Background: an optimization exercise with open tools, aiming at small area and a short achievable clock period. Do not read the settings as production practice.
At most, simulation tests tie the RTL to the original design; equivalence was not proved.
Power figures rest on the tool's default switching activity, not on a simulated workload.

Setup of north:
## pulse_seq_multi
module pulse_seq_multi #(
  parameter int unsigned NumCh     = 4,
  parameter int unsigned CntW      = 24,
  parameter int unsigned ScanSteps = 16
) (
  input  logic                          clk,
  input  logic                          rst,
  input  logic                          trig,
  input  logic                          scan_trig,
  input  logic                          cfg_we,
  input  logic [((NumCh > 1) ? $clog2(NumCh) : 1)-1:0] cfg_ch,
  input  logic [1:0]                    cfg_sel,
  input  logic [CntW-1:0]               cfg_data,
  output logic [NumCh-1:0]              pulse,
  output logic                          busy,
  output logic [$clog2(ScanSteps)-1:0]  scan_idx,
  output logic                          overrun
);
  localparam int unsigned ChW  = (NumCh > 1) ? $clog2(NumCh) : 1;
  localparam int unsigned IdxW = $clog2(ScanSteps);
  localparam logic [IdxW-1:0] LastIdx = IdxW'(ScanSteps - 1);
  logic [2:0]       trig_sync_q, scan_sync_q;
  logic             trig_edge_q, scan_edge_q;
  logic [NumCh-1:0] mask_q, act_q, pulse_q, first_q, act_d;
  logic             busy_q;
  logic [IdxW-1:0]  idx_q;
  logic             overrun_q, any_edge, shot, scan_shot, mask_wr, off_clr;
  logic [CntW-1:0]  wdata;
  function automatic logic [CntW-1:0] sat_add(input logic [CntW-1:0] a, input logic [CntW-1:0] b);
    logic [CntW-1:0] g, p, gn, pn;
    g = a & b;
    p = a ^ b;
    for (int s = 1; s < CntW; s = s * 2) begin
      gn = g;
      pn = p;
      for (int i = 0; i < CntW; i++) begin
        if ((i / s) % 2 == 1) begin
          gn[i] = g[i] | (p[i] & g[(i / s) * s - 1]);
          pn[i] = p[i] & p[(i / s) * s - 1];
        end
      end
      g = gn;
      p = pn;
    end
    sat_add = (a ^ b ^ {g[CntW-2:0], 1'b0}) | {CntW{g[CntW-1]}};
  endfunction
  function automatic logic [CntW-1:0] dec1(input logic [CntW-1:0] a);
    logic [CntW-1:0] o, on;
    o = a;
    for (int s = 1; s < CntW; s = s * 2) begin
      on = o;
      for (int i = 0; i < CntW; i++) begin
  ...
Size: roughly 610 flip-flops.
clock: 5.5 ns
lec_check: 0
cap_margin: 20
core_margin: 2
core_utilization: 40
setup_slack_margin: 3.0
slew_margin: 20
run.sh (not shown) runs the stock make flow with config.mk's settings and CLKGATE_MAP_FILE= SYNTH_SCRIPT=/design/flow/synth_recipe.tcl, a recipe that flattens the netlist after the stock synthesis.
north has completed all stages; timing, DRC and antenna checks passed.
Setup changes, north to south
Settings: swapping 40 for 60 in CORE_UTILIZATION; swapping 3.0 for 2.5 in SETUP_SLACK_MARGIN.
Notes after the runs:
- Against north, post-layout net count in south fell slightly.
- Higher ratio of cells with drive above 1 in the final layout was reported by north, not south.
- south — met2 capacity usage during global routing 14 points higher, north as reference
- Per the comparison of south with north, multi-input logic area fell by about 9%, power density of the placed cells rose by 18 mW/mm^2, overall power after layout fell by 0.20 mW.
- Looking only at fraction of cell area in non-clock buffers, and setting everything else aside, the lower value of south and north goes to south.
Setup changes, south to east
Settings: SETUP_SLACK_MARGIN: 2.5 -> 2.0; CORE_UTILIZATION: 60 -> 40.
[summary]
Post-placement cell area in east is 1.5% above south. In the flow results for south and east, the sequential share of layout area is larger on east. [compare] base=south new=east: count of buffers not belonging to the clock network in the layout decreased by 58 relative to the old numbers; global routing usage summed across all routing layers down 10 points.
Changes in west relative to east:
Settings: SETUP_SLACK_MARGIN changed from 2.0 to 2.5.
[summary]
Compared with east, west shows design area higher by about 3.4%.
Fmax is higher on west
west: net switching power is about 3% higher than what east reported.
When west is measured against east, its layout-stage area growth over the synthesis result turns out 3.8 points higher.
west: met2 track utilization from global routing 0.86 points below east
Per the comparison of west with east, met1 routing resource usage after global routing shows no meaningful change, combined global-route utilization of all metal layers shows an increase of 0.16 points.
Function was not checked in any run of this note: the RTL went through the layout flow alone.

---

pulse_seq_multi, a different RTL version from the one above (not shown whole).
For scale: ~2,800 cells after synthesis, about 620 flip-flops, about 0.031 mm^2 of cells after synthesis.
export LEC_CHECK = 0
export CAP_MARGIN = 20
export CORE_MARGIN = 2
export CORE_UTILIZATION = 40
export SETUP_SLACK_MARGIN = 2.35
export SLEW_MARGIN = 20
create_clock -name core_clock -period 5.5 [get_ports {clk}]
standard.sh (not shown) runs the stock make flow with config.mk's settings and CLKGATE_MAP_FILE= SYNTH_SCRIPT=/design/flow/synth_recipe.tcl, a recipe that flattens the netlist after the stock synthesis.
==> flow/flow/run.sh <==
#!/bin/bash
# Standard ORFS layout with three changes: port buffers are buf_2 cells instead of the
# default delay cell, repair may resize a cell to any footprint, and CTS adds no dummy loads.
# Synthesis is the standard one, run on its own first.
set -euo pipefail
bash standard.sh synth > synth.log 2>&1
bash standard.sh \
  "MATCH_CELL_FOOTPRINT=0" \
  "BUFFER_PORTS_ARGS=-buffer_cell sky130_fd_sc_hd__buf_2" \
  "CTS_ARGS=-sink_clustering_enable -repair_clock_nets -dont_use_dummy_load -sink_clustering_size 28 -sink_clustering_max_diameter 90" \
  finish > layout.log 2>&1
The starting point produced a clean layout.
==> next run, changes <==
SETUP_SLACK_MARGIN = 2.65   (was 2.35)
What happened: The changed run completed without violations. Via count is higher slightly. Register-to-register slack improves by 0.07 ns. Worst setup slack gains 0.067 ns. Clock skew rose by 0.0075 ns. Global-route usage increases by 0.78 points.
==> next run, changes <==
SETUP_SLACK_MARGIN = 3.0   (was 2.65)
TNS_END_PERCENT = 10   (was unset)
Result: First-iteration DRC count fell by about a fifth. Routed wire length came out lower by a few percent. Worst setup slack loses 0.016 ns. Clock skew is about the same. Final cell count drops slightly.

---

== run A ==
Another version of the RTL of pulse_seq_multi (not shown whole).
For scale: roughly 2900 cells after synthesis, about 600 flip-flops, ~43 I/O pins, about 0.032 mm2 of cells after synthesis.
make LEC_CHECK=0 CAP_MARGIN=20 CORE_MARGIN=2 CORE_UTILIZATION=40 SETUP_SLACK_MARGIN=2.0 SLEW_MARGIN=20 finish   # period 5.5 ns
run.sh (not shown) runs the stock make flow with config.mk's settings and CLKGATE_MAP_FILE= SYNTH_SCRIPT=/design/flow/synth_recipe.tcl, a recipe that flattens the netlist after the stock synthesis.
Stock flow here: none of the scripts above is used.
Inputs modified between run A and run B:
- SETUP_SLACK_MARGIN no longer set, was 2.0
Notes after the runs:
- Run B packs its core looser than run A.
- Comparing run B and run A, design area is higher on run A.
- Setup slack: run B vs run A down 430 ps
- The final reports for run B and run A show maximum fanout count along the critical path higher in the former.
- After detailed routing, run A needs more wire than run B.
diff inputs: run B => run C
- SETUP_SLACK_MARGIN newly set to 2.8
- Summary of run C over run B: total met2 wirelength after detailed routing went up by 14%; internal power summed over all cells went up by about 1%; power per cell area went down by 29 mW/mm2.
- Changes observed in run C relative to run B: total power consumption of the routed design went up by 0.00035 W; signal arrival time at the worst endpoint went down by 780 ps; global-route wire length before repair went up by 9.1 mm; aggregate routed wire length went up by about 12%.
What run D does differently from run C at the input level:
- SETUP_SLACK_MARGIN removed (was 2.8)
- ABC_CLOCK_PERIOD_IN_PS newly set to 2000
Results
Run C and run D all finish clean.
Max total leakage power across run C and run D: run C
Lower area growth from synthesis to layout goes to run D over run C.
Density: run D sparser than run C
Run D against run C; total met2 wirelength after detailed routing is down by more than 10%.
Clock period minus final worst setup slack delta (run D − run C): unfavourable
Compared with run C, run D shows a higher total power divided by cell area.
When run D is measured against run C, its maximum fanout count along the critical path turns out 11 higher.

==> static timing again, ports no longer ideal <==
In the flow no input, the clock included, has a driving cell. The finished layouts below were timed again as built, in two steps.
Step 1, drivers: a clkbuf_16 drives clk and a buf_2 each remaining input, both assumed.
Step 2 times the ports against the registers' clock, not the clock port: input delays grow and output delays shrink by t, the midpoint of the rising clock arrivals with the driver on.
Slacks: ideal ports / drivers / drivers and shift; pairs: ideal ports / drivers.
| run | shift t [ns] | setup slack, ns | hold slack, ns | worst setup path after step 2 |
|---|---|---|---|---|
| north | 0.677 | 2.397 / 2.397 / 2.070 | 0.369 / 0.369 / 0.369 | input to register |
| south | 0.673 | 2.306 / 2.306 / 1.875 | 0.372 / 0.372 / 0.372 | input to register |
| east | 0.655 | 2.136 / 2.136 / 1.830 | 0.381 / 0.381 / 0.381 | input to register |
| west | 0.665 | 2.427 / 2.427 / 2.036 | 0.371 / 0.371 / 0.371 | input to register |
| the first run of note 2 | 0.672 | 2.399 / 2.399 / 1.887 | 0.382 / 0.382 / 0.382 | input to register |
| the second run of note 2 | 0.668 | 2.466 / 2.466 / 2.124 | 0.385 / 0.385 / 0.385 | input to register |
| the third run of note 2 | 0.679 | 2.450 / 2.450 / 2.373 | 0.384 / 0.384 / 0.384 | input to register |
| run A | 0.660 | 2.146 / 2.086 / 1.751 | 0.377 / 0.377 / 0.377 | input to register |
| run B | 0.659 | 1.716 / 1.716 / 1.716 | 0.371 / 0.371 / 0.371 | register to register |
| run C | 0.661 | 2.489 / 2.489 / 2.024 | 0.384 / 0.384 / 0.384 | input to register |
| run D | 0.659 | 1.716 / 1.716 / 1.716 | 0.371 / 0.371 / 0.371 | register to register |
After both steps every run listed still meets setup and hold. The setup slack of the first run of note 2, which loses most, moves by 0.000 ns with the drivers and by -0.512 ns with both steps.
